This design comes from an exercise in tuning for small area on the open sky130 flow, not from production work.
RTL that was checked went through simulation tests only; none was proved equivalent to the original.
No functional check of the RTL was part of run 2.
Power figures rest on the tool's default switching activity, not on a simulated workload.

<file path="design/flow/run.sh">
#!/bin/bash
# synth_recipe.tcl (not shown) runs the flow's synth.tcl, then flattens the netlist and writes it again
# the make line also repeats each setting of config.mk as NAME=value (left out here)
make -C /OpenROAD-flow-scripts/flow DESIGN_CONFIG=/design/flow/config.mk WORK_HOME=/design/flow/orfs CLKGATE_MAP_FILE= SYNTH_SCRIPT=/design/flow/synth_recipe.tcl finish
</file>
<file path="design/flow/config.mk">
export PLATFORM = sky130hd
export DESIGN_NAME = cpu_id_ex_top
export DESIGN_NICKNAME = cpu_id_ex_top
export VERILOG_FILES = /design/flow/design.v
export SDC_FILE = /design/flow/constraint.sdc
export NUM_CORES = 4
export LEC_CHECK = 0
export CAP_MARGIN = 20
export CORE_MARGIN = 2
export CORE_UTILIZATION = 40
export SLEW_MARGIN = 20
export SYNTH_HIERARCHICAL = 1
</file>
<file path="design/flow/constraint.sdc">
create_clock -name core_clock -period 9.5 [get_ports {clk}]
set_input_delay 1.9000 -clock core_clock [delete_from_list [all_inputs] [get_ports {clk}]]
set_output_delay 1.9000 -clock core_clock [all_outputs]
set_load 0.01 [all_outputs]
</file>
<file path="design/flow/design.v">
package mips_pkg;
    localparam int REG_ADDR_W = 5;
    localparam int NUM_REGS   = 32;
    localparam int LINK_REG   = 31;            
    localparam int OPCODE_W  = 6;
    localparam int FUNCT_W   = 6;
    localparam int SHAMT_W   = 5;
    localparam int IMM_W     = 16;
    localparam int TARGET_W  = 26;
    localparam int OP_LSB    = 26;
    localparam int RS_LSB    = 21;
    localparam int RT_LSB    = 16;
    localparam int RD_LSB    = 11;
    localparam int SHAMT_LSB = 6;
    localparam int FUNCT_LSB = 0;
    localparam int IMM_LSB   = 0;
    typedef enum logic [OPCODE_W-1:0] {
        OP_RTYPE = 6'h00,
        OP_J     = 6'h02,
        OP_JAL   = 6'h03,
        OP_BEQ   = 6'h04,
        OP_BNE   = 6'h05,
        OP_ADDI  = 6'h08,
        OP_ADDIU = 6'h09,
        OP_SLTI  = 6'h0a,
        OP_ANDI  = 6'h0c,
        OP_ORI   = 6'h0d,
        OP_XORI  = 6'h0e,
        OP_LUI   = 6'h0f,
        OP_LW    = 6'h23,
        OP_SW    = 6'h2b
    } opcode_t;
    typedef enum logic [FUNCT_W-1:0] {
        F_SLL  = 6'h00,
        F_SRL  = 6'h02,
        F_SRA  = 6'h03,
        F_ADD  = 6'h20,
        F_ADDU = 6'h21,
        F_SUB  = 6'h22,
        F_SUBU = 6'h23,
        F_AND  = 6'h24,
        F_OR   = 6'h25,
        F_XOR  = 6'h26,
        F_NOR  = 6'h27,
        F_SLT  = 6'h2a,
        F_SLTU = 6'h2b
    } funct_t;
    typedef enum logic [3:0] {
        ALU_ADD, ALU_SUB, ALU_AND, ALU_OR, ALU_XOR, ALU_NOR,
        ALU_SLT, ALU_SLTU, ALU_SLL, ALU_SRL, ALU_SRA, ALU_LUI
    } alu_op_t;
endpackage
`timescale 1ns/1ns
module rf_write (
    input  logic        rst,
    input  logic        wb_en,
    input  logic [4:0]  wb_addr,
    input  logic [31:0] wb_data,
    output logic [31:1] we,
    output logic [31:0] wdata
);
    logic [4:0] an;
    logic [3:0] lon;      
    logic [7:0] hin;      
    logic       rstn;
    c_inv i_rstn (.a (rst), .y (rstn));
    for (genvar j = 0; j < 5; j++) begin : g_an
        c_inv i_inv (.a (wb_addr[j]), .y (an[j]));
    end
    for (genvar k = 0; k < 4; k++) begin : g_lo
        c_nand2 i_n (.a (k[1] ? wb_addr[1] : an[1]), .b (k[0] ? wb_addr[0] : an[0]), .y (lon[k]));
    end
    for (genvar m = 0; m < 8; m++) begin : g_hi
        c_nand4 i_n (.a (m[2] ? wb_addr[4] : an[4]), .b (m[1] ? wb_addr[3] : an[3]),
                     .c (m[0] ? wb_addr[2] : an[2]), .d (wb_en), .y (hin[m]));
    end
    for (genvar i = 1; i < 32; i++) begin : g_we
        c_o21ai i_o (.a1 (hin[i >> 2]), .a2 (lon[i & 3]), .b1 (rstn), .y (we[i]));
    end
    for (genvar j = 0; j < 32; j++) begin : g_wd
        c_and2 i_a (.a (wb_data[j]), .b (rstn), .y (wdata[j]));
    end
endmodule
module rf_byp (
    input  logic [4:0] addr,
    input  logic       wb_en,
    input  logic [4:0] wb_addr,
    output logic       byp,
    output logic       bypn
);
    assign byp  = wb_en && (wb_addr == addr) && (addr != 5'd0);
    assign bypn = !byp;
endmodule
module rf_rsel (
    input  logic [4:0]  addr,
    input  logic        wb_en,
    input  logic [4:0]  wb_addr,
    output logic [31:0] sel
);
    logic       bypn;
    logic [4:0] an;
    logic [3:0] lon;
    logic [7:0] hin;
    rf_byp i_byp (.addr, .wb_en, .wb_addr, .byp (sel[0]), .bypn);
    for (genvar j = 0; j < 5; j++) begin : g_an
        c_inv i_inv (.a (addr[j]), .y (an[j]));
    end
    for (genvar k = 0; k < 4; k++) begin : g_lo
        c_nand2 i_n (.a (k[1] ? addr[1] : an[1]), .b (k[0] ? addr[0] : an[0]), .y (lon[k]));
    end
    for (genvar m = 0; m < 8; m++) begin : g_hi
        c_nand4 i_n (.a (m[2] ? addr[4] : an[4]), .b (m[1] ? addr[3] : an[3]),
                     .c (m[0] ? addr[2] : an[2]), .d (bypn), .y (hin[m]));
    end
    for (genvar i = 1; i < 32; i++) begin : g_sel
        c_nor2 i_n (.a (hin[i >> 2]), .b (lon[i & 3]), .y (sel[i]));
    end
endmodule
module rf_rbit (
    input  logic [31:0] sel,
    input  logic [31:0] d,
    output logic        y
);
    logic [10:0] t;
    logic [2:0]  u;
    for (genvar j = 0; j < 10; j++) begin : g_a
        c_a222oi i_a (.a1 (sel[3*j]),   .a2 (d[3*j]),
                      .b1 (sel[3*j+1]), .b2 (d[3*j+1]),
                      .c1 (sel[3*j+2]), .c2 (d[3*j+2]), .y (t[j]));
    end
    c_a22oi i_b  (.a1 (sel[30]), .a2 (d[30]), .b1 (sel[31]), .b2 (d[31]), .y (t[10]));
    c_nand4 i_n0 (.a (t[0]), .b (t[1]), .c (t[2]), .d (t[3]), .y (u[0]));
    c_nand4 i_n1 (.a (t[4]), .b (t[5]), .c (t[6]), .d (t[7]), .y (u[1]));
    c_nand3 i_n2 (.a (t[8]), .b (t[9]), .c (t[10]), .y (u[2]));
    c_or3   i_o  (.a (u[0]), .b (u[1]), .c (u[2]), .y (y));
endmodule
`timescale 1ns/1ns
module id_ctrl (
    input  logic [31:0] instr,
    output logic        reg_write,
    output logic        mem_write,
    output logic        mem_to_reg,
    output logic        undefined,
    output logic        uses_rs,
    output logic        uses_rt,
    output logic [4:0]  write_addr,
    output logic        use_imm,      
    output logic        imm_hi,       
    output logic        sub,          
    output logic        uns,          
    output logic        sh_left,
    output logic        sh_arith,
    output logic        s_sum,
    output logic        s_slt,
    output logic        s_shr,
    output logic        s_shl,
    output logic        s_pc,
    output logic        s_lui,
    output logic        l_p,          
    output logic        l_g,          
    output logic        l_k,          
    output logic        is_j,
    output logic        is_br
);
    logic [5:0] op, fn;
    logic rtype, f_shift, f_addsub, f_logic, f_slt, r_ok;
    logic o_arith, o_lui, s_log;
    logic [1:0] lsel;
    assign op = instr[31:26];
    assign fn = instr[5:0];
    assign rtype    = (op == 6'h00);
    assign f_shift  = (fn == 6'h00) || (fn == 6'h02) || (fn == 6'h03);
    assign f_addsub = (fn[5:2] == 4'b1000);           
    assign f_logic  = (fn[5:2] == 4'b1001);           
    assign f_slt    = (fn[5:1] == 5'b10101);          
    assign r_ok     = f_shift || f_addsub || f_logic || f_slt;
    assign o_arith  = (op[5:3] == 3'b001) && (op != 6'h0b);
    assign o_lui    = (op == 6'h0f);
    assign is_br    = (op[5:1] == 5'b00010);          
    assign is_j     = (op[5:1] == 5'b00001);          
    assign mem_to_reg = (op == 6'h23);
    assign mem_write  = (op == 6'h2b);
    assign reg_write  = (rtype && r_ok) || o_arith || mem_to_reg || (op == 6'h03);
    assign undefined  = rtype ? !r_ok : !(o_arith || mem_to_reg || mem_write || is_br || is_j);
    assign uses_rs    = (rtype && (f_addsub || f_logic || f_slt)) ||
                        (o_arith && !o_lui) || mem_to_reg || mem_write || is_br;
    assign uses_rt    = (rtype && r_ok) || mem_write || is_br;
    assign write_addr = (op[3] || op[5]) ? instr[20:16] : (op[0] ? 5'd31 : instr[15:11]);
    assign use_imm  = op[3] || op[5];
    assign imm_hi   = !op[2] && instr[15];
    assign sub      = rtype ? (fn[1] && !fn[2]) : (!op[5] && op[3] && !op[2] && op[1]);
    assign uns      = rtype && fn[0];
    assign sh_left  = !fn[1];
    assign sh_arith = fn[0];
    assign s_sum = rtype ? (fn[5] && !fn[3] && !fn[2]) : (op[5] || (op[3] && !op[2] && !op[1]));
    assign s_slt = rtype ? (fn[5] && fn[3]) : (!op[5] && op[3] && !op[2] && op[1]);
    assign s_log = rtype ? (fn[5] && !fn[3] && fn[2]) : (!op[5] && op[3] && op[2] && !(op[1] && op[0]));
    assign s_shr = rtype && !fn[5] && fn[1];
    assign s_shl = rtype && !fn[5] && !fn[1];
    assign s_pc  = !rtype && !op[5] && !op[3];
    assign s_lui = !rtype && !op[5] && op[3] && op[2] && op[1] && op[0];
    assign lsel = rtype ? fn[1:0] : op[1:0];
    assign l_p  = s_log && (lsel[0] ^ lsel[1]);
    assign l_g  = s_log && !lsel[1];
    assign l_k  = s_log && (lsel == 2'b11);
endmodule
module id_hazard (
    input  logic [4:0] rs,
    input  logic [4:0] rt,
    input  logic       uses_rs,
    input  logic       uses_rt,
    input  logic       ex_mem_to_reg,
    input  logic [4:0] ex_write_addr,
    output logic       stall
);
    assign stall = ex_mem_to_reg && (ex_write_addr != 5'd0) &&
                   ((uses_rs && (ex_write_addr == rs)) || (uses_rt && (ex_write_addr == rt)));
endmodule
module id_take (
    input  logic is_j,
    input  logic is_br,
    input  logic bne,
    input  logic eq,
    input  logic stall,
    output logic branch_taken
);
    assign branch_taken = (is_j || (is_br && (eq ^ bne))) && !stall;
endmodule
module id_pcbr (
    input  logic [31:0] pc,
    input  logic [31:0] instr,
    output logic [31:0] pc4,
    output logic [31:0] branch_target
);
    logic [29:0] x, bt;
    logic [15:0] y;
    logic [16:0] ci;           
    logic [29:16] a1, a0;      
    logic [16:0] c, cn;        
    logic        inc, dec, jmp, jmpn;
    assign x = pc[31:2];
    assign y = instr[15:0];
    assign pc4[1:0] = pc[1:0];
    c_inv i_p0 (.a (x[0]), .y (pc4[2]));
    assign ci[1] = x[0];
    for (genvar j = 1; j < 16; j++) begin : g_inc_lo
        c_and2 i_c (.a (ci[j]), .b (x[j]), .y (ci[j+1]));
        c_xor2 i_s (.a (x[j]), .b (ci[j]), .y (pc4[j+2]));
    end
    assign a1[17] = x[16];
    c_xor2 i_p16 (.a (x[16]), .b (ci[16]), .y (pc4[18]));
    for (genvar j = 17; j < 30; j++) begin : g_inc_hi
        logic tn;
        if (j < 29) begin : g_ch
            c_and2 i_c (.a (a1[j]), .b (x[j]), .y (a1[j+1]));
        end
        c_nand2 i_t (.a (ci[16]), .b (a1[j]), .y (tn));
        c_xnor2 i_s (.a (x[j]), .b (tn), .y (pc4[j+2]));
    end
    c_xnor2 i_b0s (.a (x[0]), .b (y[0]), .y (bt[0]));
    c_nor2  i_b0c (.a (x[0]), .b (y[0]), .y (cn[1]));
    for (genvar j = 1; j < 16; j++) begin : g_badd
        logic p, gk;
        if (j % 2 == 1) begin : g_odd
            c_xor2  i_p (.a (x[j]), .b (y[j]), .y (p));
            c_nor2  i_k (.a (x[j]), .b (y[j]), .y (gk));
            c_a21oi i_c (.a1 (p), .a2 (cn[j]), .b1 (gk), .y (c[j+1]));
            c_xnor2 i_s (.a (p), .b (cn[j]), .y (bt[j]));
        end else begin : g_even
            c_ha    i_pg (.a (x[j]), .b (y[j]), .s (p), .c (gk));
            c_a21oi i_c (.a1 (p), .a2 (c[j]), .b1 (gk), .y (cn[j+1]));
            c_xor2  i_s (.a (p), .b (c[j]), .y (bt[j]));
        end
    end
    c_andn i_inc (.a (c[16]), .bn (y[15]), .y (inc));
    c_andn i_dec (.a (y[15]), .bn (c[16]), .y (dec));
    begin : g_b16
        logic tn;
        c_xnor2 i_t (.a (c[16]), .b (y[15]), .y (tn));
        c_xnor2 i_s (.a (x[16]), .b (tn), .y (bt[16]));
    end
    c_inv i_a017 (.a (x[16]), .y (a0[17]));
    for (genvar j = 17; j < 30; j++) begin : g_bhi
        logic tn;
        if (j < 29) begin : g_ch
            c_andn i_c (.a (a0[j]), .bn (x[j]), .y (a0[j+1]));
        end
        c_a22oi i_t (.a1 (inc), .a2 (a1[j]), .b1 (dec), .b2 (a0[j]), .y (tn));
        c_xnor2 i_s (.a (x[j]), .b (tn), .y (bt[j]));
    end
    assign jmp = instr[27];    
    c_inv i_jn (.a (jmp), .y (jmpn));
    c_andn i_t0 (.a (pc[0]), .bn (jmp), .y (branch_target[0]));
    c_andn i_t1 (.a (pc[1]), .bn (jmp), .y (branch_target[1]));
    for (genvar j = 0; j < 30; j++) begin : g_tgt
        c_a22o i_m (.a1 (jmp), .a2 (j < 26 ? instr[j] : pc4[j+2]), .b1 (jmpn), .b2 (bt[j]),
                    .y (branch_target[j+2]));
    end
endmodule
`timescale 1ns/1ns
module c_inv    (input logic a, output logic y);                 assign y = ~a;                            endmodule
module c_nand2  (input logic a, b, output logic y);              assign y = ~(a & b);                      endmodule
module c_nand3  (input logic a, b, c, output logic y);           assign y = ~(a & b & c);                  endmodule
module c_nand4  (input logic a, b, c, d, output logic y);        assign y = ~(a & b & c & d);              endmodule
module c_nor2   (input logic a, b, output logic y);              assign y = ~(a | b);                      endmodule
module c_nor4   (input logic a, b, c, d, output logic y);        assign y = ~(a | b | c | d);              endmodule
module c_and2   (input logic a, b, output logic y);              assign y = a & b;                         endmodule
module c_andn   (input logic a, bn, output logic y);             assign y = a & ~bn;                       endmodule
module c_or3    (input logic a, b, c, output logic y);           assign y = a | b | c;                     endmodule
module c_xor2   (input logic a, b, output logic y);              assign y = a ^ b;                         endmodule
module c_xnor2  (input logic a, b, output logic y);              assign y = ~(a ^ b);                      endmodule
module c_mux2i  (input logic s, a0, a1, output logic y);         assign y = ~(s ? a1 : a0);                endmodule
module c_a21oi  (input logic a1, a2, b1, output logic y);        assign y = ~((a1 & a2) | b1);             endmodule
module c_o21ai  (input logic a1, a2, b1, output logic y);        assign y = ~((a1 | a2) & b1);             endmodule
module c_a22oi  (input logic a1, a2, b1, b2, output logic y);    assign y = ~((a1 & a2) | (b1 & b2));      endmodule
module c_a22o   (input logic a1, a2, b1, b2, output logic y);    assign y = (a1 & a2) | (b1 & b2);         endmodule
module c_a222oi (input logic a1, a2, b1, b2, c1, c2, output logic y);
    assign y = ~((a1 & a2) | (b1 & b2) | (c1 & c2));
endmodule
module c_ha     (input logic a, b, output logic s, c);           assign s = a ^ b; assign c = a & b;      endmodule
`timescale 1ns/1ns
module alu_lt (
    input  logic uns,
    input  logic sub,
    input  logic a31,
    input  logic bopn31,
    input  logic c32,
    output logic lt
);
    assign lt = (!uns && a31) ^ ((!uns && !bopn31) ^ sub) ^ c32;
endmodule
module alu_shctl (
    input  logic [4:0] shamt,
    input  logic       sh_arith,
    input  logic       b31,
    output logic [4:0] nsh,
    output logic [4:0] shf
);
    logic fill;
    assign fill = sh_arith && b31;
    assign nsh  = ~shamt;
    for (genvar k = 0; k < 5; k++) begin : g_f
        assign shf[k] = shamt[k] && ((k % 2 == 0) ? !fill : fill);
    end
endmodule
module alu_dp (
    input  logic [31:0] a,
    input  logic [31:0] b,
    input  logic [15:0] imm,
    input  logic [4:0]  shamt,
    input  logic [31:0] pc4,
    input  logic        use_imm,
    input  logic        imm_hi,
    input  logic        sub,
    input  logic        uns,
    input  logic        sh_left,
    input  logic        sh_arith,
    input  logic        s_sum,
    input  logic        s_slt,
    input  logic        s_shr,
    input  logic        s_shl,
    input  logic        s_pc,
    input  logic        s_lui,
    input  logic        l_p,
    input  logic        l_g,
    input  logic        l_k,
    output logic [31:0] res,
    output logic        eq
);
    logic [31:0] bopn, bp, p, gk, n, s;
    logic [32:0] c, cn;      
    logic        lt;
    assign c[0] = sub;
    for (genvar i = 0; i < 32; i++) begin : g_add
        c_mux2i i_bop (.s (use_imm), .a0 (b[i]), .a1 (i < 16 ? imm[i] : imm_hi), .y (bopn[i]));
        c_xnor2 i_bp  (.a (bopn[i]), .b (sub), .y (bp[i]));
        if (i % 2 == 0) begin : g_even
            c_ha    i_pg (.a (a[i]), .b (bp[i]), .s (p[i]), .c (gk[i]));       
            c_a21oi i_c  (.a1 (p[i]), .a2 (c[i]), .b1 (gk[i]), .y (cn[i+1]));
            c_xor2  i_s  (.a (p[i]), .b (c[i]), .y (s[i]));
        end else begin : g_odd
            c_xor2  i_p  (.a (a[i]), .b (bp[i]), .y (p[i]));
            c_nor2  i_k  (.a (a[i]), .b (bp[i]), .y (gk[i]));                 
            c_a21oi i_c  (.a1 (p[i]), .a2 (cn[i]), .b1 (gk[i]), .y (c[i+1]));
            c_xnor2 i_s  (.a (p[i]), .b (cn[i]), .y (s[i]));
        end
        c_nor2 i_n (.a (p[i]), .b (gk[i]), .y (n[i]));
    end
    alu_lt i_lt (.uns, .sub, .a31 (a[31]), .bopn31 (bopn[31]), .c32 (c[32]), .lt);
    logic [7:0] z4;
    logic [1:0] zn;
    for (genvar m = 0; m < 8; m++) begin : g_z
        c_nor4 i_z (.a (p[4*m]), .b (p[4*m+1]), .c (p[4*m+2]), .d (p[4*m+3]), .y (z4[m]));
    end
    c_nand4 i_z0 (.a (z4[0]), .b (z4[1]), .c (z4[2]), .d (z4[3]), .y (zn[0]));
    c_nand4 i_z1 (.a (z4[4]), .b (z4[5]), .c (z4[6]), .d (z4[7]), .y (zn[1]));
    c_nor2  i_eq (.a (zn[0]), .b (zn[1]), .y (eq));
    logic [4:0]  nsh, shf;
    logic [31:0] v [6];      
    alu_shctl i_shctl (.shamt, .sh_arith, .b31 (b[31]), .nsh, .shf);
    for (genvar i = 0; i < 32; i++) begin : g_rev
        c_mux2i i_m (.s (sh_left), .a0 (b[i]), .a1 (b[31-i]), .y (v[0][i]));
    end
    for (genvar k = 0; k < 5; k++) begin : g_stage
        for (genvar i = 0; i < 32; i++) begin : g_bit
            if (i + (1 << k) < 32) begin : g_m
                c_mux2i i_m (.s (shamt[k]), .a0 (v[k][i]), .a1 (v[k][i + (1 << k)]), .y (v[k+1][i]));
            end else begin : g_f
                c_a21oi i_f (.a1 (nsh[k]), .a2 (v[k][i]), .b1 (shf[k]), .y (v[k+1][i]));
            end
        end
    end
    for (genvar i = 0; i < 32; i++) begin : g_res
        logic y1, y2, y3;
        c_a222oi i_y1 (.a1 (s_sum), .a2 (s[i]), .b1 (l_p), .b2 (p[i]),
                       .c1 ((i % 2 == 0) ? l_g : l_k), .c2 (gk[i]), .y (y1));
        c_a222oi i_y2 (.a1 ((i % 2 == 0) ? l_k : l_g), .a2 (n[i]), .b1 (s_shr), .b2 (v[5][i]),
                       .c1 (s_shl), .c2 (v[5][31-i]), .y (y2));
        if (i == 0) begin : g_y3_slt
            c_a22oi i_y3 (.a1 (s_pc), .a2 (pc4[i]), .b1 (s_slt), .b2 (lt), .y (y3));
        end else if (i < 16) begin : g_y3_pc
            c_nand2 i_y3 (.a (s_pc), .b (pc4[i]), .y (y3));
        end else begin : g_y3_lui
            c_a22oi i_y3 (.a1 (s_pc), .a2 (pc4[i]), .b1 (s_lui), .b2 (imm[i-16]), .y (y3));
        end
        c_nand3 i_r (.a (y1), .b (y2), .c (y3), .y (res[i]));
    end
endmodule
`timescale 1ns/1ns
module cpu_id_ex_top (
    input  logic                            clk,
    input  logic                            rst,
    input  logic                            cpu_en,
    input  logic [31:0]                     id_instruction,
    input  logic [31:0]                     id_pc,
    input  logic                            wb_en,
    input  logic [mips_pkg::REG_ADDR_W-1:0] wb_addr,
    input  logic [31:0]                     wb_data,
    output logic                            stall,
    output logic                            branch_taken,
    output logic [31:0]                     branch_target,
    output logic [31:0]                     ex_alu_result,
    output logic [31:0]                     ex_store_data,
    output logic [mips_pkg::REG_ADDR_W-1:0] ex_write_addr,
    output logic                            ex_reg_write,
    output logic                            ex_mem_write,
    output logic                            ex_mem_to_reg,
    output logic                            ex_undefined
);
    logic [31:1] we;
    logic [31:0] wdata;
    logic [31:0] q [32];               
    logic [31:0] sel_rs, sel_rt;
    logic [31:0] a, b;
    rf_write i_rf_write (.rst, .wb_en, .wb_addr, .wb_data, .we, .wdata);
    assign q[0] = wb_data;
    for (genvar i = 1; i < 32; i++) begin : g_reg
        logic [31:0] r;
        always_ff @(posedge clk) begin
            if (we[i]) r <= wdata;
        end
        assign q[i] = r;
    end
    rf_rsel i_sel_rs (.addr (id_instruction[25:21]), .wb_en, .wb_addr, .sel (sel_rs));
    rf_rsel i_sel_rt (.addr (id_instruction[20:16]), .wb_en, .wb_addr, .sel (sel_rt));
    for (genvar k = 0; k < 32; k++) begin : g_rbit
        logic [31:0] d;
        for (genvar i = 0; i < 32; i++) begin : g_d
            assign d[i] = q[i][k];
        end
        rf_rbit i_rs (.sel (sel_rs), .d, .y (a[k]));
        rf_rbit i_rt (.sel (sel_rt), .d, .y (b[k]));
    end
    logic        d_reg_write, d_mem_write, d_mem_to_reg, d_undefined;
    logic        uses_rs, uses_rt;
    logic [4:0]  d_write_addr;
    logic        use_imm, imm_hi, sub, uns, sh_left, sh_arith;
    logic        s_sum, s_slt, s_shr, s_shl, s_pc, s_lui, l_p, l_g, l_k;
    logic        is_j, is_br, eq;
    logic [31:0] pc4, res;
    id_ctrl i_ctrl (
        .instr (id_instruction), .reg_write (d_reg_write), .mem_write (d_mem_write),
        .mem_to_reg (d_mem_to_reg), .undefined (d_undefined), .uses_rs, .uses_rt,
        .write_addr (d_write_addr), .use_imm, .imm_hi, .sub, .uns, .sh_left, .sh_arith,
        .s_sum, .s_slt, .s_shr, .s_shl, .s_pc, .s_lui, .l_p, .l_g, .l_k, .is_j, .is_br
    );
    id_hazard i_hazard (
        .rs (id_instruction[25:21]), .rt (id_instruction[20:16]), .uses_rs, .uses_rt,
        .ex_mem_to_reg, .ex_write_addr, .stall
    );
    id_pcbr i_pcbr (.pc (id_pc), .instr (id_instruction), .pc4, .branch_target);
    alu_dp i_alu (
        .a, .b, .imm (id_instruction[15:0]), .shamt (id_instruction[10:6]), .pc4,
        .use_imm, .imm_hi, .sub, .uns, .sh_left, .sh_arith,
        .s_sum, .s_slt, .s_shr, .s_shl, .s_pc, .s_lui, .l_p, .l_g, .l_k, .res, .eq
    );
    id_take i_take (
        .is_j, .is_br, .bne (id_instruction[26]), .eq, .stall, .branch_taken
    );
    always_ff @(posedge clk) begin
        if (cpu_en) begin
            ex_alu_result <= res;
            ex_store_data <= b;
            ex_write_addr <= d_write_addr;
            if (rst || stall) begin
                ex_reg_write  <= 1'b0;
                ex_mem_write  <= 1'b0;
                ex_mem_to_reg <= 1'b0;
                ex_undefined  <= 1'b0;
            end else begin
                ex_reg_write  <= d_reg_write;
                ex_mem_write  <= d_mem_write;
                ex_mem_to_reg <= d_mem_to_reg;
                ex_undefined  <= d_undefined;
            end
        end
    end
endmodule
</file>
==> notes.md, run 1 <==
Yosys:
- The fraction of synthesis flops using an asynchronous set or reset pin is 0%.
- After technology mapping, the gate count stands at between 3000 and 4000.
- Synthesis instantiated between 50 and 60 different standard cells from the library.
- Synthesis produced a netlist with a net count of ~3200.
- The cell type contributing the most total cell area after synthesis is edfxtp_1.
- The post-synthesis area per instance is approximately 16 um2.
- Ranked by total cell area, the synthesized netlist is headed by edfxtp_1 65%, a222oi_1 14%, mux2i_1 3.9%.
- The primary flip-flop cell chosen by synthesis mapping is edfxtp_1.
- Summing every instance area after synthesis gives 49000 um2.
- For this run, the register share of the synthesized area comes to between 60 and 70%.
- Counting flops with a built-in enable in the synthesized netlist gives 1065.
- The proportion of netlist area held by the largest area contributor is 65.3%.
- Yosys printed 10 warnings.
- The number of synthesized register bits is approximately 1100.

Route:
- The total via count after detailed routing is approximately 40000.
- The wire length per cell after detailed routing is between 30 and 40 um.
- The DRC violations left is 0.
- Using the TritonRoute via totals, the vias-per-cell ratio works out to 6.93.
- Before antenna repair, the detailed router went through 14 iterations.
- The first routing iteration left 9271 violations.
- The detail route stage leaves a number of antenna-violating nets equal to 0.
- The final layout contains routed wiring with a total length of 199 mm.

Global routing:
- The number of antenna violations at the first check in global routing is 21.
- In the global route stage, overall resource usage came out at a little under a third.
- The global routing usage on met1 is between 40% and 50%.
- Global routing finished with a remaining overflow of 0.
- The largest net degree at the start of global routing is 74.
- The first global-routing pass estimated between 200 and 300 mm of wire.
- The met2 routing resource usage after global routing is a little under half.
- The via count of the first global-routing pass is approximately 38000.
- The layer flagged by global routing as most heavily used is met2.
- The met3 usage is under 10%.

Timing:
- Of the available clock period, the critical path in the final layout requires 101%.
- The remaining max-slew budget at the tightest pin is ~29%.
- The minimum period implied by the final worst setup slack is a little under 10 ns.
- Static timing analysis puts the maximum clock frequency at between 0.1 and 0.15 GHz.
- Setup repair after global routing could not meet its margin everywhere.
- The max-slew violation total from the final report is 0.
- The transition time at the pin with the least slew margin is 1.06 ns.
- The least setup slack across all paths after layout is -0.122 ns.
- The setup skew after layout is about 0.031 ns.
- The hold violation total from the final report is 0.
- The setup TNS after final layout is -0.211 ns.
- Setup violations remaining at the end of the flow were counted as 3.
- Hold is met by 0.891 ns.

Clock tree:
- The insertion delay of the later-clocked pin in the worst-skew pair is approximately 0.7 ns.
- The CTS clock-pin slew for the worst setup and hold paths is around 0.060 ns.
- TritonCTS built the clock tree.
- The CTS H-tree depth is 3.
- The clock sink count is ~1100.
- The number of buffers added by the clock tree synthesis step is 110.
- The buffer cell driving the clock tree root is clkbuf_16.
- The maximum number of buffers from clock root to sink is 3.

Job:
- Max-cap violations in this run came to 0.

Cells and area:
- More flip-flops sit in one register than any other, and that register is g.r.
- The area growth from synthesis to layout is 27.6%.
- The number of flip-flops under the largest register name is about 990.
- The largest registers in the layout are g.r: 992 flops, ex_alu_result: 32 flops, ex_store_data: 32 flops.
- The share of post-route cells with drive strength above 1 is a little over a quarter.
- After the last flow step, the layout net total stands at between 4000 and 5000.

Setup path:
- The required time reported for the critical path endpoint is 9.93 ns.
- The slowest stage of the critical path belongs to the cell or4_4.
- The peak fanout along the critical path is 7.
- The type of element launching the critical path is an input pin.
- The data arrival time of the critical path is 10.05 ns.
- The kind of end point of the critical path is a flip-flop.
- By startpoint and endpoint, the worst setup path is classified as input pin to flip-flop.
- The cell type group with the largest total delay on the critical path is compound AO/OA/AOI/OAI gates.
- In this design, the critical path's most frequently occurring cell is a21oi_2.
- Together, buffers and inverters on the worst path number 3.
- The peak per-stage delay on the critical path is roughly 0.64 ns.

Floorplan:
- The placeable core region is between 100000 and 150000 um2.
- The effective utilization at floorplan is between 40% and 50%.
- The die is between 300 and 400 um wide.
- The floorplan step set the die height to 354 um.
- The row count is around 130.
- The die area is roughly 130000 um2.
- In this run the count of I/O pins placed on the die edge is around 210.

Run status:
- A clean result was blocked by negative setup slack.
- The run finished, with violations left.

Placed design:
- The count of buffers from port buffering is roughly 210.
- Routability-driven placement finished with a final weighted congestion of around 0.98.
- The wire-length estimate of the detail-placed layout is ~140 mm.

Power and ir drop:
- Across the VDD grid, the largest voltage drop is just over 200 uV.
- The overall power consumption is between 10000 and 15000 uW.
- The leakage dissipation is 0.0219 uW.
- The power per standard cell area is just over 200 nW/um2.

Min path:
- The path class of the lowest-slack min-delay path is flip-flop to flip-flop.
## synth_stat cells, types with 2 or more instances
library cell,instances
buf_2,3
nor4_2,10
and2_1,63
inv_1,30
or3_1,65
ha_1,24
a21oi_2,80
nand2_1,53
buf_4,3
nand4_1,154
nor3b_1,6
or4_1,5
clkbuf_1,4
o21ai_0,10
a222oi_1,704
mux2i_1,193
nor2b_1,6
nor2_1,135
edfxtp_1,1065
a22o_1,30
nor4b_1,2
nor2b_4,16
and3_1,3
xnor2_1,96
a21oi_1,6
nor3_1,4
xor2_1,74
nand3_1,101
a21boi_0,3
o21ai_1,32
a22oi_2,94
nor4_1,3
## worst reg2reg max path, delay by kind of cell (launching register included)
| family | cells | cell delay [ns] |
|---|---|---|
| xor gates and xnor gates | 2 | 0.19 |
| and+or+nand+nor | 3 | 0.82 |
| adders and majority gates | 1 | 0.28 |
| DFF | 1 | 0.41 |
| buffers and inverters | 1 | 0.14 |
| muxes | 1 | 0.17 |
| AOI/OAI and AO/OA | 33 | 5.15 |
## metrics by stage
stage	cells	util, %	area [um2]	worst slack, ns
after global routing	5739	51.4	62500	-0.659
after floorplan	3096	-	49100	-0.399
after CTS	5728	51.3	62500	-0.00790
after global placement	5503	48.2	58700	-0.892
after detailed placement	5504	48.2	58700	-0.970
final	5744	51.4	62500	-0.122
## area by class of cell
| cell class | count | area (um2) |
|---|---|---|
| Antenna cell | 15 | 37.5 |
| Tap cell | 1625 | 2030 |
| Inverter | 30 | 115 |
| Timing Repair Buffer | 814 | 7100 |
| Fill cell | 10200 | 59200 |
| Clock buffer | 137 | 2940 |
| Multi-Input combinational cell | 1990 | 17700 |
| Sequential cell | 1065 | 32000 |
| Clock inverter | 68 | 658 |
## logic make-up after synthesis
family	count (synthesis)	share of synthesized area (%)
AND/OR/NAND/NOR	633	7.31
buffers and inverters	41	0.360
XOR/XNOR	170	3.04
multiplexers	193	3.94
adder cells (fa/ha/maj)	24	0.613
AO/OA/AOI/OAI	970	19.5
flip-flops	1065	65.3
## Yosys stat by module, one instance, submodules excluded, a selection
module     area [um2]  flip-flops and latches  cells inside
id_hazard         134                       0            17
alu_shctl        53.8                       0            10
alu_lt           32.5                       0             4
id_pcbr          15.0                       0             2
c_a222oi         10.0                       0             1
c_a22o           8.76                       0             1
c_or3            6.26                       0             1
c_o21ai          5.00                       0             1
c_inv            3.75                       0             1
## cells in the final DEF, fill, tap and decap left out, drive strengths merged, types with 54 or more instances in the layout
master | netlist | routed
nand2 | 54 | 54
xor2 | 74 | 74
edfxtp | 1065 | 1065
nand4 | 154 | 154
mux2i | 193 | 193
nand3 | 101 | 101
or3 | 65 | 65
and2 | 63 | 63
clkdlybuf4s50 | 0 | 188
a21oi | 86 | 86
clkbuf | 4 | 140
xnor2 | 96 | 96
nor2 | 136 | 136
a222oi | 704 | 704
buf | 7 | 616
a22oi | 94 | 94
## worst paths after layout
path | from | to | slack [ns] | cells past startpoint
setup / recovery | wb_addr[0] | ex_alu_result[31] | -0.12 | 48
hold / removal | g_reg[28].r[11] | ex_store_data[11] | 0.89 | 4
setup reg to reg | g_reg[9].r[0] | ex_alu_result[31] | 2.10 | 41
hold reg to reg | g_reg[28].r[11] | ex_store_data[11] | 0.89 | 4
## routing by layer
layer	routed length, um	share of wire, %
met1	72100	36
met2	89700	45
met3	25900	13
met4	11000	5.5
met5	27	0.014
## power breakdown
part | total (uW) | switching (uW) | internal, uW
Clock | 4330 | 1840 | 2490
Sequential | 5910 | 227 | 5690
Combinational | 2430 | 1430 | 996
Total | 12700 | 3500 | 9170
## what timing repair did
action / in CTS / in global routing
endpoints found under the hold margin: 0 / 0
buffers inserted: 19 / 9
pin swaps: 20 / 55
hold buffers: 0 / 0
endpoints found under the setup margin: 6 / 10
resized for setup: 11 / 60
==> run 2: changes to the inputs <==
--- a/design/flow/design.v
+++ b/design/flow/design.v
@@ -326,6 +326,6 @@
     input  logic bopn31,
-    input  logic c32,
+    input  logic c32n,
     output logic lt
 );
-    assign lt = (!uns && a31) ^ ((!uns && !bopn31) ^ sub) ^ c32;
+    assign lt = (!uns && a31) ^ ((!uns && !bopn31) ^ sub) ^ !c32n;
 endmodule
@@ -370,3 +370,6 @@
     logic [31:0] bopn, bp, p, gk, n, s;
-    logic [32:0] c, cn;      
+    logic [16:0] c, cn;      
+    logic [32:17] c0, cn0;   
+    logic [32:17] c1, cn1;   
+    logic [32:17] cs;        
     logic        lt;
@@ -378,4 +381,2 @@
             c_ha    i_pg (.a (a[i]), .b (bp[i]), .s (p[i]), .c (gk[i]));       
-            c_a21oi i_c  (.a1 (p[i]), .a2 (c[i]), .b1 (gk[i]), .y (cn[i+1]));
-            c_xor2  i_s  (.a (p[i]), .b (c[i]), .y (s[i]));
         end else begin : g_odd
@@ -383,4 +384,2 @@
             c_nor2  i_k  (.a (a[i]), .b (bp[i]), .y (gk[i]));                 
-            c_a21oi i_c  (.a1 (p[i]), .a2 (cn[i]), .b1 (gk[i]), .y (c[i+1]));
-            c_xnor2 i_s  (.a (p[i]), .b (cn[i]), .y (s[i]));
         end
@@ -388,3 +387,37 @@
     end
-    alu_lt i_lt (.uns, .sub, .a31 (a[31]), .bopn31 (bopn[31]), .c32 (c[32]), .lt);
+    for (genvar i = 0; i < 16; i++) begin : g_lo
+        if (i % 2 == 0) begin : g_even
+            c_a21oi i_c (.a1 (p[i]), .a2 (c[i]), .b1 (gk[i]), .y (cn[i+1]));
+            c_xor2  i_s (.a (p[i]), .b (c[i]), .y (s[i]));
+        end else begin : g_odd
+            c_a21oi i_c (.a1 (p[i]), .a2 (cn[i]), .b1 (gk[i]), .y (c[i+1]));
+            c_xnor2 i_s (.a (p[i]), .b (cn[i]), .y (s[i]));
+        end
+    end
+    c_xor2 i_s16 (.a (p[16]), .b (c[16]), .y (s[16]));
+    c_inv  i_c017 (.a (gk[16]), .y (cn0[17]));       
+    assign cn1[17] = n[16];                           
+    for (genvar i = 17; i < 32; i++) begin : g_hi
+        if (i % 2 == 1) begin : g_odd
+            c_a21oi i_c0 (.a1 (p[i]), .a2 (cn0[i]), .b1 (gk[i]), .y (c0[i+1]));
+            c_a21oi i_c1 (.a1 (p[i]), .a2 (cn1[i]), .b1 (gk[i]), .y (c1[i+1]));
+        end else begin : g_even
+            c_a21oi i_c0 (.a1 (p[i]), .a2 (c0[i]), .b1 (gk[i]), .y (cn0[i+1]));
+            c_a21oi i_c1 (.a1 (p[i]), .a2 (c1[i]), .b1 (gk[i]), .y (cn1[i+1]));
+        end
+    end
+    for (genvar i = 17; i < 33; i++) begin : g_sel
+        if (i % 2 == 1) begin : g_odd
+            c_mux2i i_m (.s (c[16]), .a0 (cn0[i]), .a1 (cn1[i]), .y (cs[i]));    
+            if (i < 32) begin : g_s
+                c_xor2 i_s (.a (p[i]), .b (cs[i]), .y (s[i]));
+            end
+        end else begin : g_even
+            c_mux2i i_m (.s (c[16]), .a0 (c0[i]), .a1 (c1[i]), .y (cs[i]));      
+            if (i < 32) begin : g_s
+                c_xnor2 i_s (.a (p[i]), .b (cs[i]), .y (s[i]));
+            end
+        end
+    end
+    alu_lt i_lt (.uns, .sub, .a31 (a[31]), .bopn31 (bopn[31]), .c32n (cs[32]), .lt);
     logic [7:0] z4;
==> design/flow/flow/run.sh (new file) <==
#!/bin/bash
# Layout flow: the standard synthesis, then every combinational cell set
# to the smallest drive strength of its family (the repair steps that follow
# size up wherever timing, slew or capacitance need it), then the standard flow's
# standard layout steps with smaller clock-tree buffers and no CTS dummy
# loads. Each tool's output goes to a log file of its own here.
set -euo pipefail
R=orfs/results/${FLOW_PLATFORM}/cpu_id_ex_top/base
LIB=${FLOW_HOME}/platforms/${FLOW_PLATFORM}/lib/sky130_fd_sc_hd__tt_025C_1v80.lib

bash standard.sh synth > synth.log 2>&1
cp $R/1_2_yosys.v synth_netlist_orig.v
python3 flow/downsize.py $R/1_2_yosys.v $LIB > downsize.log 2>&1

export CTS_ARGS="-sink_clustering_enable -repair_clock_nets -dont_use_dummy_load -buf_list {sky130_fd_sc_hd__clkbuf_4 sky130_fd_sc_hd__clkbuf_8}"
bash standard.sh finish > layout.log 2>&1
==> design/flow/flow/downsize.py (new file) <==
#!/usr/bin/env python3
"""Set every combinational cell of a mapped netlist to the smallest drive
strength of its cell family; later flow steps size up where timing, slew or
capacitance need it. Flip-flops, latches and tie cells are left alone.
usage: downsize.py NETLIST LIBERTY"""
import re
import sys

netlist, liberty = sys.argv[1], sys.argv[2]
lib = open(liberty).read()
area = {}
for m in re.finditer(r'cell\s*\(\s*"?(sky130_fd_sc_hd__\w+)"?\s*\)\s*\{(.*?)area\s*:\s*([\d.]+)', lib, re.S):
    area[m.group(1)] = float(m.group(3))

fam = {}
for c in area:
    m = re.match(r'(sky130_fd_sc_hd__\w+?)_(\d+)$', c)
    if m:
        fam.setdefault(m.group(1), []).append((area[c], 0 if m.group(2) == '1' else 1, c))

skip = re.compile(r'sky130_fd_sc_hd__(e?s?df|sedf|dl|conb|tap|fill|decap|lpflow|probe|clk|dly|diode|buf)')
text = open(netlist).read()
count = {}

def repl(m):
    cell = m.group(1)
    if skip.match(cell):
        return m.group(0)
    base = re.match(r'(sky130_fd_sc_hd__\w+?)_(\d+)$', cell)
    if not base or base.group(1) not in fam:
        return m.group(0)
    best = min(fam[base.group(1)])[2]
    if best != cell and area[best] < area[cell]:
        count[(cell, best)] = count.get((cell, best), 0) + 1
        return best + m.group(2)
    return m.group(0)

text = re.sub(r'(?m)^\s*(sky130_fd_sc_hd__\w+)(\s+\S+\s*\()', lambda m: '  ' + repl(m), text)
open(netlist, 'w').write(text)
saved = 0.0
for (a, b), n in sorted(count.items()):
    saved += n * (area[a] - area[b])
    print(f'{n:6d} {a} -> {b}')
print(f'area saved: {saved:.1f} um2')
==> design/flow/standard.sh (new file) <==
#!/bin/bash
# synth_recipe.tcl (not shown) runs the flow's synth.tcl, then flattens the netlist and writes it again
# the make line also repeats each setting of config.mk as NAME=value (left out here)
make -C /OpenROAD-flow-scripts/flow DESIGN_CONFIG=/design/flow/config.mk WORK_HOME=/design/flow/orfs CLKGATE_MAP_FILE= SYNTH_SCRIPT=/design/flow/synth_recipe.tcl "${@:-finish}"
removed: design/flow/run.sh
==> run 2 against run 1 <==
Effect of this change: the run now finishes clean; hold slack gained 0.068 ns; highest routed layer unchanged; sequential share of layout area rose by 2.4 points; critical path type is now input pin to output port; count of clock-buffer cells in the layout rose by 37; register-to-register slack better by 1.2 ns; synthesized area is 1.5% lower.
==> notes.md, run 2 <==
Timing:
- The minimum period implied by the final worst setup slack came to 9.40 ns (-0.219 ns).
- The ratio of final minimum period to clock period is 99.0% (-2.3 points).
- The max-slew violation total from the final report came to 0 (unchanged).
- The highest clock frequency the design can meet was 0.106 GHz (+2.3%).
- Setup repair after global routing could not meet its margin everywhere.
- The hold violation total from the final report is 0 (unchanged).
- The setup TNS after final layout was 0 ns (+0.211 ns).
- The setup skew after layout is 0.112 ns (+0.0815 ns).
- The remaining max-slew budget at the tightest pin is 28.0% (-1.4 points).
- The worst hold slack is 0.959 ns (+0.0680 ns).
- The least setup slack across all paths after layout is 0.0975 ns (+0.219 ns).
- The final number of setup-violating endpoints came to 0 (-3).
- The transition time at the pin with the least slew margin was 1.08 ns (+0.0192 ns).

Floorplan:
- The row count came to 127 (-0.78%).
- The die area is 123000 um2 (-1.5%).
- The placeable core region is 120000 um2 (-1.6%).
- The effective utilization at floorplan is 40.3% (about the same).
- The top-level I/O count is 212 (unchanged).
- The floorplan die width was 351 um (-0.76%).
- The die height came to 351 um (-0.76%).

Power and ir drop:
- The maximum VDD drop came to 135 uV (-33%).
- The leakage dissipation is 0.0207 uW (-5.5%).
- The overall power consumption was 11600 uW (-8.4%).
- The power per standard cell area is 194 nW/um2 (-4.1%).

Cells and area:
- In the layout the commonest cells are 1065 x edfxtp_1, 704 x a222oi_1, 446 x buf_4.
- The number of flip-flops under the largest register name came to 992 (unchanged).
- The largest registers in the layout are g.r: 992 flops, ex_alu_result: 32 flops, ex_store_data: 32 flops.
- The filler cell count was 10200 (+0.15%).
- The area of all placed cells without fillers is 59700 um2 (-4.5%).
- More flip-flops sit in one register than any other, and that register is g.r.
- The leading cell type in the layout, fill and taps excluded is edfxtp_1.
- The share of post-route cells with drive strength above 1 is 20.5% (-6.7 points).
- The area growth from synthesis to layout is 23.8%.
- The total area of multi-input combinational cells came to 17000 um2 (-3.9%).
- The number of nets in the final layout is 4118 (-0.53%).
- The footprint of the flip-flops and latches was 32000 um2 (unchanged).

Route:
- The total via count after detailed routing is 39900 (+0.27%).
- The initial DRC count is 9884 (+6.6%).
- The final wirelength is 200 mm (+0.57%).
- The antenna violation net count after detailed routing is 0 (unchanged).
- The wire length per cell after detailed routing came to 35.7 um (+3.2%).
- The DRC violations left is 0 (unchanged).
- The mean number of vias per cell was 7.13 (+2.8%).
- The number of iterations in the first detailed-routing pass was 11 (-3).

Global routing:
- The via count of the first global-routing pass came to 38300 (+0.55%).
- The overall overflow remaining after global route is 0 (unchanged).
- The overall fraction of global-route tracks in use is 31.6% (+1.0 points).
- The first-pass GRT wire length is 279 mm (+0.37%).
- The largest net degree at the start of global routing came to 56 (-24%).
- The number of antenna violations at the first check in global routing is 5 (-76%).

Setup path:
- The type of element launching the critical path is an input pin.
- The required time reported for the critical path endpoint is 7.60 ns (-2.33 ns).
- The kind of end point of the critical path is an output port.
- The worst register-to-register path ends at ex_alu_result[17].
- The peak fanout along the critical path came to 27 (+20).
- The data arrival time of the critical path is 7.50 ns (-2.55 ns).
- The launching point of the worst reg2reg path is g_reg[21].r[1].
- The slack of the worst reg-to-reg path is 3.30 ns (+1.20 ns).
- The slowest stage of the critical path is the clkdlybuf4s50_1 cell.
- The number of cells traversed by the worst register-to-register path is 28 (-32%).
- The peak per-stage delay on the critical path came to 0.55 ns (-0.09 ns).
- The cell seen most often among critical-path stages is buf_4.
- The critical path is of the input pin to output port type.

Clock tree:
- The TritonCTS clock tree is done.
- The CTS H-tree depth was 4 (+1).
- The number of buffers added by the clock tree synthesis step is 174 (+58%).
- The maximum number of buffers from clock root to sink came to 3 (unchanged).
- The hold buffer count at CTS is 0 (unchanged).
- The insertion delay of the later-clocked pin in the worst-skew pair came to 0.87 ns (+0.16 ns).
- The CTS clock-pin slew for the worst setup and hold paths is 0.06 ns (about the same).
- The clock sink count is 1065 (unchanged).
- The buffer cell driving the clock tree root is clkbuf_8.

Placed design:
- The final weighted congestion of routability-driven global placement is 0.979 (-0.29%).
- The count of buffers from port buffering came to 211 (unchanged).
- The post-detailed-placement half-perimeter wirelength is 136 mm (-2.8%).
- The pre-CTS setup slack is -0.549 ns (+0.420 ns).
- The post-place instance area is 57100 um2 (-2.7%).

Min path:
- The endpoint with the worst hold slack is ex_store_data[6].
- The worst hold path cell count was 4 (unchanged).
- The launch instance of the worst min-delay path is g_reg[31].r[6].
- The worst hold path belongs to the class flip-flop to flip-flop.

Run status:
- The run finished with no timing, DRC or antenna violations.

Yosys:
- The mapped cell area is 48300 um2 (-1.5%).
- The post-synthesis area per instance is 15.4 um2 (-2.5%).
- The warning count from the yosys run is 10 (unchanged).
- The post-synth net total is 3256 (+0.96%).
- The gate count of the mapped netlist came to 3127 (+1.0%).

Job:
- The number of violations of the max-capacitance limit came to 0 (unchanged).
[run 2: cell types whose count changed in the layout (fill, tap and decap cells not counted), moves of 23 or more]
cell / delta
clkbuf_1: -23
a21oi_2: -72
a22oi_2: -94
a21oi_1: +88
clkbuf_8: +174
clkinv_2: -27
buf_4: -120
a22oi_1: +94
clkbuf_16: -114
[run 2: layout make-up]
cell class | count | area share (%)
flip-flops and latches | 1065 | 53.6
multi-input cells | 2020 | 28.4
repair buffers | 697 | 10.4
clock buffers | 174 | 4.01
well taps | 1612 | 3.38
inverters | 31 | 0.199
diodes | 1 | 0.00419
[run 2: per-stage QoR]
stage / instances / util [%]
final: 5600 / 49.8
after global routing: 5600 / 49.8
after CTS: 5595 / 49.8
after detailed placement: 5421 / 47.7
after global placement: 5420 / 47.6
after floorplan: 3127 / -
[run 2: worst max path at each step]
stage                                   from               end  depth (start not counted)
after floorplan                   wb_addr[0]  ex_alu_result[0]                         32
after global placement    id_instruction[17]      branch_taken                         26
after detailed placement  id_instruction[17]      branch_taken                         26
after CTS                 id_instruction[17]      branch_taken                         24
after global routing      id_instruction[19]      branch_taken                         26
final                     id_instruction[19]      branch_taken                         25
[run 2: repair_timing]
action                     in CTS  in global routing
gates cloned                    0                  0
setup endpoints to repair       1                 28
gates resized for setup        25                 15
pin swaps                      15                 15
buffers inserted                0                  3
[run 2: per-layer routing]
metal | wire [um] | part of all wire, % | vias up | GRT usage, %
met3 | 27300 | 14 | 612 | 7.92
met4 | 13900 | 7.0 | 2 | 18.9
met1 | 70400 | 35 | 19700 | 40.8
met2 | 88400 | 44 | 3436 | 48.0
met5 | 11 | 0.0055 | - | 0
li1 | - | - | 16200 | -
[run 2: power breakdown]
part | leakage, uW | switching (uW) | internal, uW | total [uW]
Combinational | 0.00913 | 1470 | 964 | 2430
Sequential | 0.0103 | 218 | 5690 | 5910
Clock | 0.00125 | 1660 | 1600 | 3260
[run 2: critical path, delay by kind of cell]
kind | cells | cell delay [ns]
compound gates | 2 | 0.47
xor+xnor | 4 | 0.62
buf+inv | 9 | 1.87
mux | 1 | 0.18
simple gates | 9 | 2.38
==> run 3: changes to the inputs <==
--- a/design/flow/design.v
+++ b/design/flow/design.v
@@ -59,2 +59,3 @@
     output logic [31:1] we,
+    output logic [31:1] wdec,     
     output logic [31:0] wdata
@@ -78,2 +79,3 @@
         c_o21ai i_o (.a1 (hin[i >> 2]), .a2 (lon[i & 3]), .b1 (rstn), .y (we[i]));
+        c_nor2  i_d (.a (hin[i >> 2]), .b (lon[i & 3]), .y (wdec[i]));
     end
@@ -87,7 +89,5 @@
     input  logic [4:0] wb_addr,
-    output logic       byp,
-    output logic       bypn
+    output logic       byp
 );
-    assign byp  = wb_en && (wb_addr == addr) && (addr != 5'd0);
-    assign bypn = !byp;
+    assign byp = wb_en && (wb_addr == addr) && (addr != 5'd0);
 endmodule
@@ -97,5 +97,5 @@
     input  logic [4:0]  wb_addr,
+    input  logic [31:1] wdec,
     output logic [31:0] sel
 );
-    logic       bypn;
     logic [4:0] an;
@@ -103,3 +103,3 @@
     logic [7:0] hin;
-    rf_byp i_byp (.addr, .wb_en, .wb_addr, .byp (sel[0]), .bypn);
+    rf_byp i_byp (.addr, .wb_en, .wb_addr, .byp (sel[0]));
     for (genvar j = 0; j < 5; j++) begin : g_an
@@ -111,7 +111,7 @@
     for (genvar m = 0; m < 8; m++) begin : g_hi
-        c_nand4 i_n (.a (m[2] ? addr[4] : an[4]), .b (m[1] ? addr[3] : an[3]),
-                     .c (m[0] ? addr[2] : an[2]), .d (bypn), .y (hin[m]));
+        c_nand3 i_n (.a (m[2] ? addr[4] : an[4]), .b (m[1] ? addr[3] : an[3]),
+                     .c (m[0] ? addr[2] : an[2]), .y (hin[m]));
     end
     for (genvar i = 1; i < 32; i++) begin : g_sel
-        c_nor2 i_n (.a (hin[i >> 2]), .b (lon[i & 3]), .y (sel[i]));
+        c_nor3 i_n (.a (hin[i >> 2]), .b (lon[i & 3]), .c (wdec[i]), .y (sel[i]));
     end
@@ -305,2 +305,3 @@
 module c_nor2   (input logic a, b, output logic y);              assign y = ~(a | b);                      endmodule
+module c_nor3   (input logic a, b, c, output logic y);           assign y = ~(a | b | c);                  endmodule
 module c_nor4   (input logic a, b, c, d, output logic y);        assign y = ~(a | b | c | d);              endmodule
@@ -482,3 +483,3 @@
 );
-    logic [31:1] we;
+    logic [31:1] we, wdec;
     logic [31:0] wdata;
@@ -487,3 +488,3 @@
     logic [31:0] a, b;
-    rf_write i_rf_write (.rst, .wb_en, .wb_addr, .wb_data, .we, .wdata);
+    rf_write i_rf_write (.rst, .wb_en, .wb_addr, .wb_data, .we, .wdec, .wdata);
     assign q[0] = wb_data;
@@ -496,4 +497,4 @@
     end
-    rf_rsel i_sel_rs (.addr (id_instruction[25:21]), .wb_en, .wb_addr, .sel (sel_rs));
-    rf_rsel i_sel_rt (.addr (id_instruction[20:16]), .wb_en, .wb_addr, .sel (sel_rt));
+    rf_rsel i_sel_rs (.addr (id_instruction[25:21]), .wb_en, .wb_addr, .wdec, .sel (sel_rs));
+    rf_rsel i_sel_rt (.addr (id_instruction[20:16]), .wb_en, .wb_addr, .wdec, .sel (sel_rt));
     for (genvar k = 0; k < 32; k++) begin : g_rbit
--- a/design/flow/flow/run.sh
+++ b/design/flow/flow/run.sh
@@ -4,4 +4,5 @@
 # size up wherever timing, slew or capacitance need it), then the standard flow's
-# standard layout steps with smaller clock-tree buffers and no CTS dummy
-# loads. Each tool's output goes to a log file of its own here.
+# standard layout steps with: sizing not tied to the cell footprint, area
+# recovery on paths with slack, buf_1 port buffers, and smaller clock-tree
+# buffers without CTS dummy loads. Each tool's output goes to a log here.
 set -euo pipefail
@@ -15,2 +16,3 @@
 export CTS_ARGS="-sink_clustering_enable -repair_clock_nets -dont_use_dummy_load -buf_list {sky130_fd_sc_hd__clkbuf_4 sky130_fd_sc_hd__clkbuf_8}"
-bash standard.sh finish > layout.log 2>&1
+export BUFFER_PORTS_ARGS="-buffer_cell sky130_fd_sc_hd__buf_1"
+bash standard.sh MATCH_CELL_FOOTPRINT=0 RECOVER_POWER=100 finish > layout.log 2>&1
==> run 3 against run 2 <==
Effect of this change: now fails the layout checks on max-capacitance violations, max-slew violations; synthesized cell count is 0.86% higher; power down 3.3%; core utilization shrank 3.2 points; flip-flop and latch count stayed put; synthesized area increased by 0.32%; critical path type unchanged.
==> notes.md, run 3 <==
Yosys:
- The post-synth net total is 3283 (+0.83%).
- The warning count from the yosys run is 10 (unchanged).
- The mapped cell area was 48400 um2 (+0.32%).
- The post-synthesis area per instance came to 15.4 um2 (-0.53%).
- The gate count of the mapped netlist came to 3154 (+0.86%).

Timing:
- The least setup slack across all paths after layout came to 0.0954 ns (-0.00213 ns).
- The minimum period implied by the final worst setup slack is 9.40 ns (+0.00213 ns).
- The final number of setup-violating endpoints came to 0 (unchanged).
- The setup skew after layout came to 0.118 ns (+0.00507 ns).
- Setup repair after global routing left no endpoint under its margin.
- The highest clock frequency the design can meet is 0.106 GHz (about the same).
- The transition time at the pin with the least slew margin was 3.34 ns (+2.26 ns).
- The max-slew violation total from the final report is 2044 (+2044).
- The ratio of final minimum period to clock period is 99.0% (about the same).
- The setup TNS after final layout is 0 ns (unchanged).
- The remaining max-slew budget at the tightest pin is -122% (-150 points).
- The hold violation total from the final report is 0 (unchanged).

Setup path:
- The worst setup path is launched from an input pin.
- For this design, the slowest cell found on the critical path is nor3_1.
- The required time reported for the critical path endpoint is 7.60 ns (about the same).
- The peak per-stage delay on the critical path was 1.20 ns (+0.65 ns).
- The critical path goes through buf_1 > inv_1 > nand2_1 > nor2_1 > nor3_1 > a222oi_1 > nand4_1 > or3_1 > mux2i_1 > xnor2_1 > xor2_1 > nor4_2 > nand4_1 > nor2_1 > buf_4 > xnor2_1 > o22ai_1 > buf_1.
- The launching point of the worst reg2reg path is g_reg[15].r[0].
- By startpoint and endpoint, the worst setup path is classified as input pin to output port.
- The peak fanout along the critical path is 9 (-67%).
- The slack of the worst reg-to-reg path was 2.60 ns (-0.70 ns).
- The data arrival time of the critical path is 7.50 ns (about the same).
- The buffers plus inverters on the worst setup path is 4 (-5).
- The kind of end point of the critical path is an output port.
- The cell type group with the largest total delay on the critical path is simple AND/OR/NAND/NOR gates.
- The number of cells traversed by the worst register-to-register path is 27 (-3.6%).
- In this run the critical register-to-register path is captured at ex_alu_result[27].

Global routing:
- The overall overflow remaining after global route came to 0 (unchanged).
- The first-pass GRT wire length is 284 mm (+2.0%).
- The via count of the first global-routing pass was 37700 (-1.5%).
- The overall fraction of global-route tracks in use is 31.9% (+0.32 points).
- The largest net degree at the start of global routing is 49 (-13%).
- The number of antenna violations at the first check in global routing was 17 (+12).

Cells and area:
- The footprint of the flip-flops and latches is 32000 um2 (unchanged).
- The number of flip-flops under the largest register name is 992 (unchanged).
- The share of post-route cells with drive strength above 1 is 12.2% (-8.3 points).
- The register ranked first by flip-flop count is g.r.
- Relative to the synthesized area, the layout overhead comes to 15.6%.
- The library cells used most frequently in the layout, excluding fill and tap cells, are 1065 x edfxtp_1, 704 x a222oi_1, 209 x mux2i_1.
- In the final layout, the registers with the most flip-flops are g.r: 992 flops, ex_alu_result: 32 flops, ex_store_data: 32 flops.
- The filler cell count is 10600 (+3.6%).
- The utilization of the core after routing is 46.7% (-3.2 points).
- The number of nets in the final layout is 3901 (-5.3%).
- The total area of multi-input combinational cells is 17000 um2 (+0.32%).
- The leading cell type in the layout, fill and taps excluded is edfxtp_1.

Floorplan:
- The top-level I/O count was 212 (unchanged).
- The row count came to 127 (unchanged).
- The effective utilization at floorplan came to 40.4% (+0.077 points).
- The placeable core region is 120000 um2 (+0.13%).
- The die height is 352 um (+0.16%).
- The floorplan die width came to 352 um (+0.16%).
- The die area is 124000 um2 (+0.32%).

Clock tree:
- The TritonCTS clock tree is done.
- The CTS H-tree depth is 4 (unchanged).
- The insertion delay of the later-clocked pin in the worst-skew pair is 0.88 ns (about the same).
- CTS placed an instance of clkbuf_8 at the clock tree root.
- The CTS clock-pin slew for the worst setup and hold paths is 0.05 ns (about the same).
- The hold buffer count at CTS is 0 (unchanged).
- The maximum number of buffers from clock root to sink was 3 (unchanged).
- The number of buffers added by the clock tree synthesis step was 174 (unchanged).
- The clock sink count is 1065 (unchanged).

Route:
- The total via count after detailed routing is 39800 (-0.24%).
- The initial DRC count came to 10400 (+5.3%).
- The mean number of vias per cell is 7.39 (+3.7%).
- The wire length per cell after detailed routing came to 38.1 um (+6.8%).
- The antenna violation net count after detailed routing was 0 (unchanged).
- The final wirelength came to 206 mm (+2.8%).
- The DRC violations left came to 0 (unchanged).
- The number of iterations in the first detailed-routing pass is 14 (+3).

Min path:
- The worst hold path cell count is 3 (-1).
- The min-delay analysis places its worst path in the category flip-flop to flip-flop.
- The worst hold path terminates at ex_store_data[20].
- The launch instance of the worst min-delay path is g_reg[28].r[20].

Run status:
- The flow ran to the end, but the layout failed its checks.
- The run did not pass the layout checks because of max-capacitance violations, max-slew violations.

Placed design:
- The final weighted congestion of routability-driven global placement was 1.01 (+3.4%).
- The pre-CTS setup slack was 0.132 ns (+0.681 ns).
- The post-detailed-placement half-perimeter wirelength is 135 mm (about the same).
- The count of buffers from port buffering is 211 (unchanged).

Job:
- The number of violations of the max-capacitance limit was 68 (+68).

Power and ir drop:
- The power per standard cell area is 201 nW/um2 (+3.2%).
- The leakage dissipation is 0.0186 uW (-10%).
- The maximum VDD drop was 140 uV (+3.7%).
==> run 3: report_power, final <==
group	total [uW]	switching [uW]	internal, uW
Clock	3270	1670	1600
Combinational	2010	1400	612
Sequential	5940	222	5720
Total	11200	3290	7930
==> run 3: worst max path at each step <==
| stage | startpoint | end | slack, ns | cells past startpoint |
|---|---|---|---|---|
| 6_report | wb_addr[0] | branch_taken | 0.1 | 18 |
| 5_1_grt | wb_addr[0] | branch_taken | 0.001 | 19 |
| 4_1_cts | wb_addr[0] | branch_taken | 0.11 | 19 |
| 3_5_place_dp | wb_addr[0] | branch_taken | 0.13 | 19 |
| 3_3_place_gp | wb_addr[0] | branch_taken | 0.08 | 19 |
| 2_1_floorplan | wb_addr[1] | ex_alu_result[19] | 0.05 | 28 |
==> run 3: worst min-delay path, delay by kind of cell (launching register included) <==
family / cells / cell delay [ns]
DFF: 1 / 0.34
and+or+nand+nor: 2 / 0.31
AOI/OAI and AO/OA: 1 / 0.07
==> run 3: area by class of cell <==
| type | count | share of cell area (%) |
|---|---|---|
| Clock buffer | 174 | 4.28 |
| Sequential cell | 1065 | 57.1 |
| Antenna cell | 8 | 0.0358 |
| Inverter | 31 | 0.210 |
| Multi-Input combinational cell | 2048 | 30.4 |
| Timing Repair Buffer | 452 | 4.30 |
| Tap cell | 1612 | 3.60 |
==> run 3: per-layer routing <==
metal	GRT usage (%)	share of wire, %	vias to the layer above
met5	0	0.045	-
met4	19.2	7.4	14
met3	10.5	16	694
met2	46.5	42	3734
met1	41.3	35	19500
li1	-	-	15900
==> run 3: repair_timing <==
item | in CTS | in global routing
gates resized for setup | 0 | 7
setup buffers | 0 | 2
setup endpoints to repair | 0 | 1
==> run 3: stage by stage <==
step / area (um2) / instances / total power (uW) / hold WS [ns]
3_5_place_dp: 53900 / 5203 / 7950 / 0.878
6_report: 56000 / 5390 / 11200 / 0.888
4_1_cts: 56300 / 5377 / 11100 / 0.893
3_3_place_gp: 53900 / 5202 / 7930 / 0.842
5_1_grt: 56000 / 5385 / 11500 / 0.947
2_1_floorplan: 48600 / 3154 / 7000 / 0.683
==> run 4: changes to the inputs <==
--- a/design/flow/config.mk
+++ b/design/flow/config.mk
@@ -9,3 +9,4 @@
 export CORE_MARGIN = 2
-export CORE_UTILIZATION = 40
+export CORE_UTILIZATION = 55
+export GPL_TIMING_DRIVEN = 0
 export SLEW_MARGIN = 20
==> run 4 against run 3 <==
Effect of this change: clock skew fell by 0.029 ns; critical endpoint is now g_reg[7].r[31]; flip-flop and latch count did not move; synthesized area is the same; hold slack lost 0.029 ns; global-route usage grew 12 points; combinational power rose by 5%; register-to-register slack got worse by 0.28 ns; power about the same; sequential share of layout area decreased by 2.4 points; fails the layout checks on max-capacitance violations, max-slew violations, negative setup slack; largest power group unchanged; wire length is 1.1% lower; core utilization increased by 20 points; setup slack worse by 0.15 ns.
==> notes.md, run 4 <==
Timing:
- The ratio of final minimum period to clock period came to 101% (+1.6 points).
- The remaining max-slew budget at the tightest pin came to -227% (-100 points).
- The setup skew after layout is 0.0881 ns (-0.0294 ns).
- The hold violation total from the final report is 0 (unchanged).
- The final number of setup-violating endpoints is 12 (+12).
- The max-slew violation total from the final report is 610 (-70%).
- The highest clock frequency the design can meet is 0.105 GHz (-1.6%).
- The least setup slack across all paths after layout came to -0.0560 ns (-0.151 ns).
- The setup TNS after final layout is -0.492 ns (-0.492 ns).
- The transition time at the pin with the least slew margin is 4.90 ns (+1.57 ns).

Placed design:
- The count of buffers from port buffering is 209 (-0.95%).
- The post-place instance area was 55800 um2 (+3.6%).
- The cell count after placement is 4804 (-7.7%).

Setup path:
- Walking the worst path, the cells encountered are clkbuf_1 > clkinvlp_2 > clkbuf_1 > o21ai_0 > buf_16 > buf_16.
- The required time reported for the critical path endpoint came to 10.10 ns (+2.50 ns).
- The kind of end point of the critical path is a flip-flop.
- The peak per-stage delay on the critical path was 3.46 ns (+2.26 ns).
- The startpoint identified for the worst register-to-register timing path is g_reg[3].r[0].
- The buffers plus inverters on the worst setup path is 5 (+1).
- The slack of the worst reg-to-reg path is 2.32 ns (-0.28 ns).
- The peak fanout along the critical path came to 47 (+38).
- The type of element launching the critical path is an input pin.
- The timing startpoint of the critical path is rst.
- The cell type group with the largest total delay on the critical path is buffers and inverters.
- The destination of the worst register-to-register timing path is ex_alu_result[19].
- The data arrival time of the critical path is 10.15 ns (+2.65 ns).

Power and ir drop:
- The internal power is 7950 uW (+0.23%).
- The overall power consumption is 11200 uW (about the same).
- The maximum VDD drop was 143 uV (+2.5%).
- The reported net switching power was 3270 uW (-0.77%).
- The power per standard cell area is 192 nW/um2 (-4.3%).
- The part of the power in registers is 52.7% (-0.2 points).
- The leakage dissipation is 0.0200 uW (+7.6%).

Cells and area:
- The top cell types in the final layout, fill and taps aside, are 1065 x edfxtp_1, 704 x a222oi_1, 209 x mux2i_1.
- Relative to the synthesized area, the layout overhead comes to 20.7%.
- The number of nets in the final layout came to 3977 (+1.9%).
- In the final layout, the registers with the most flip-flops are g.r: 992 flops, ex_alu_result: 32 flops, ex_store_data: 32 flops.
- The register with the most flip-flops in the final layout is g.r.
- The number of flip-flops under the largest register name is 992 (unchanged).
- The filler cell count is 6049 (-43%).
- The leading cell type in the layout, fill and taps excluded is edfxtp_1.

Clock tree:
- The tree is rooted in a clkbuf_8.
- The TritonCTS clock tree is done.
- The CTS clock-pin slew for the worst setup and hold paths is 0.06 ns (about the same).
- The insertion delay of the later-clocked pin in the worst-skew pair came to 0.89 ns (about the same).
- The number of buffers added by the clock tree synthesis step came to 169 (-2.9%).
- The clock sink count is 1065 (unchanged).
- The CTS H-tree depth is 4 (unchanged).

Global routing:
- The overall fraction of global-route tracks in use is 44.0% (+12 points).
- The overall overflow remaining after global route came to 0 (unchanged).
- The number of antenna violations at the first check in global routing came to 20 (+3).
- The first-pass GRT wire length is 280 mm (-1.3%).

Route:
- The DRC violations left came to 0 (unchanged).
- The mean number of vias per cell was 8.15 (+10%).
- The final wirelength is 203 mm (-1.1%).
- The number of iterations in the first detailed-routing pass is 17 (+3).
- The total via count after detailed routing was 40900 (+2.6%).
- The antenna violation net count after detailed routing is 0 (unchanged).

Floorplan:
- The floorplan die width is 301 um (-15%).
- The row count came to 108 (-15%).
- The top-level I/O count is 212 (unchanged).
- The die height is 301 um (-15%).
- The effective utilization at floorplan came to 55.6% (+15 points).

Yosys:
- The mapped cell area was 48400 um2 (unchanged).
- The warning count from the yosys run is 10 (unchanged).
- The gate count of the mapped netlist was 3154 (unchanged).
- The post-synth net total was 3283 (unchanged).

Job:
- The number of violations of the max-capacitance limit is 19 (-72%).

Run status:
- The checks that failed: max-capacitance violations, max-slew violations, negative setup slack.
- The flow ran to the end, but the layout failed its checks.

Min path:
- For hold timing, the worst endpoint is ex_store_data[22].
[run 4: worst min-delay path: stages, from the launching register on]
cell      delay [ns]
edfxtp_1        0.35
a22oi_1         0.07
nand3_1         0.09
or3_4           0.22
[run 4: metrics by stage]
step                utilization (%)  hold WS, ns
finish                         67.2        0.860
global placement               58.4        0.820
global route                   67.1        0.887
CTS                            67.1        0.876
detailed placement             64.1        0.845
floorplan                         -        0.683
[run 4: final cells by class]
type                       count  area [um2]  area share, %
tap                         1155        1450           2.47
buffer                        11        63.8          0.109
sequential                  1065       32000           54.7
antenna                       12        30.0         0.0514
timing repair buffer         523        5210           8.91
inverter                      31         118          0.201
multi-input combinational   2047       17300           29.5
clock buffer                 169        2330           3.98
[run 4: repair_timing]
action | CTS | global route
pin swaps | 11 | 8
setup endpoints to repair | 20 | 32
resized for setup | 14 | 35
buffers inserted | 20 | 8
[run 4: worst max-delay path by stage]
stage | end | cells after the start
5_1_grt | branch_taken | 18
2_1_floorplan | ex_alu_result[19] | 28
3_3_place_gp | ex_alu_result[0] | 28
3_5_place_dp | ex_alu_result[0] | 33
4_1_cts | ex_alu_result[27] | 33
6_report | g_reg[7].r[31] | 6
[run 4: per-layer routing]
layer,up-vias,GRT usage [%],part of all wire (%)
met5,-,0.0529,0.10
met3,1014,17.1,17
li1,16000,-,-
met2,4205,63.9,42
met4,21,32.4,9.0
met1,19600,53.4,31
[run 4: power groups by stage]
stage / combinational [uW] / sequential, uW / clock [uW]
final: 2120 / 5910 / 3180
after global routing: 2190 / 5950 / 3380
after CTS: 2020 / 5900 / 3180
after detailed placement: 1990 / 5990 / 0
after global placement: 1810 / 5980 / 0
after floorplan: 1040 / 5960 / 0

[port drivers added, routing unchanged]
In the flow no input, the clock included, has a driving cell. The finished layouts below were timed again as built, in two steps. Step 1 sets driving cells, clkbuf_16 on the clock port and buf_2 on the other inputs (assumed; they add their load-dependent delay and slew). Step 2 times the ports against the registers' clock, not the clock port: input delays grow and output delays shrink by t, the midpoint of the rising clock arrivals with the driver on. Slacks: ideal ports / drivers / drivers and shift; pairs: ideal ports / drivers.
| run | t (ns) | setup slack, ns |
|---|---|---|
| run 1 | 0.772 | -0.122 / -0.084 / -0.856 |
| run 2 | 0.882 | 0.098 / 0.072 / -0.514 |
| run 3 | 0.891 | 0.095 / 0.065 / -0.521 |
| run 4 | 0.905 | -0.056 / -0.012 / -0.918 |
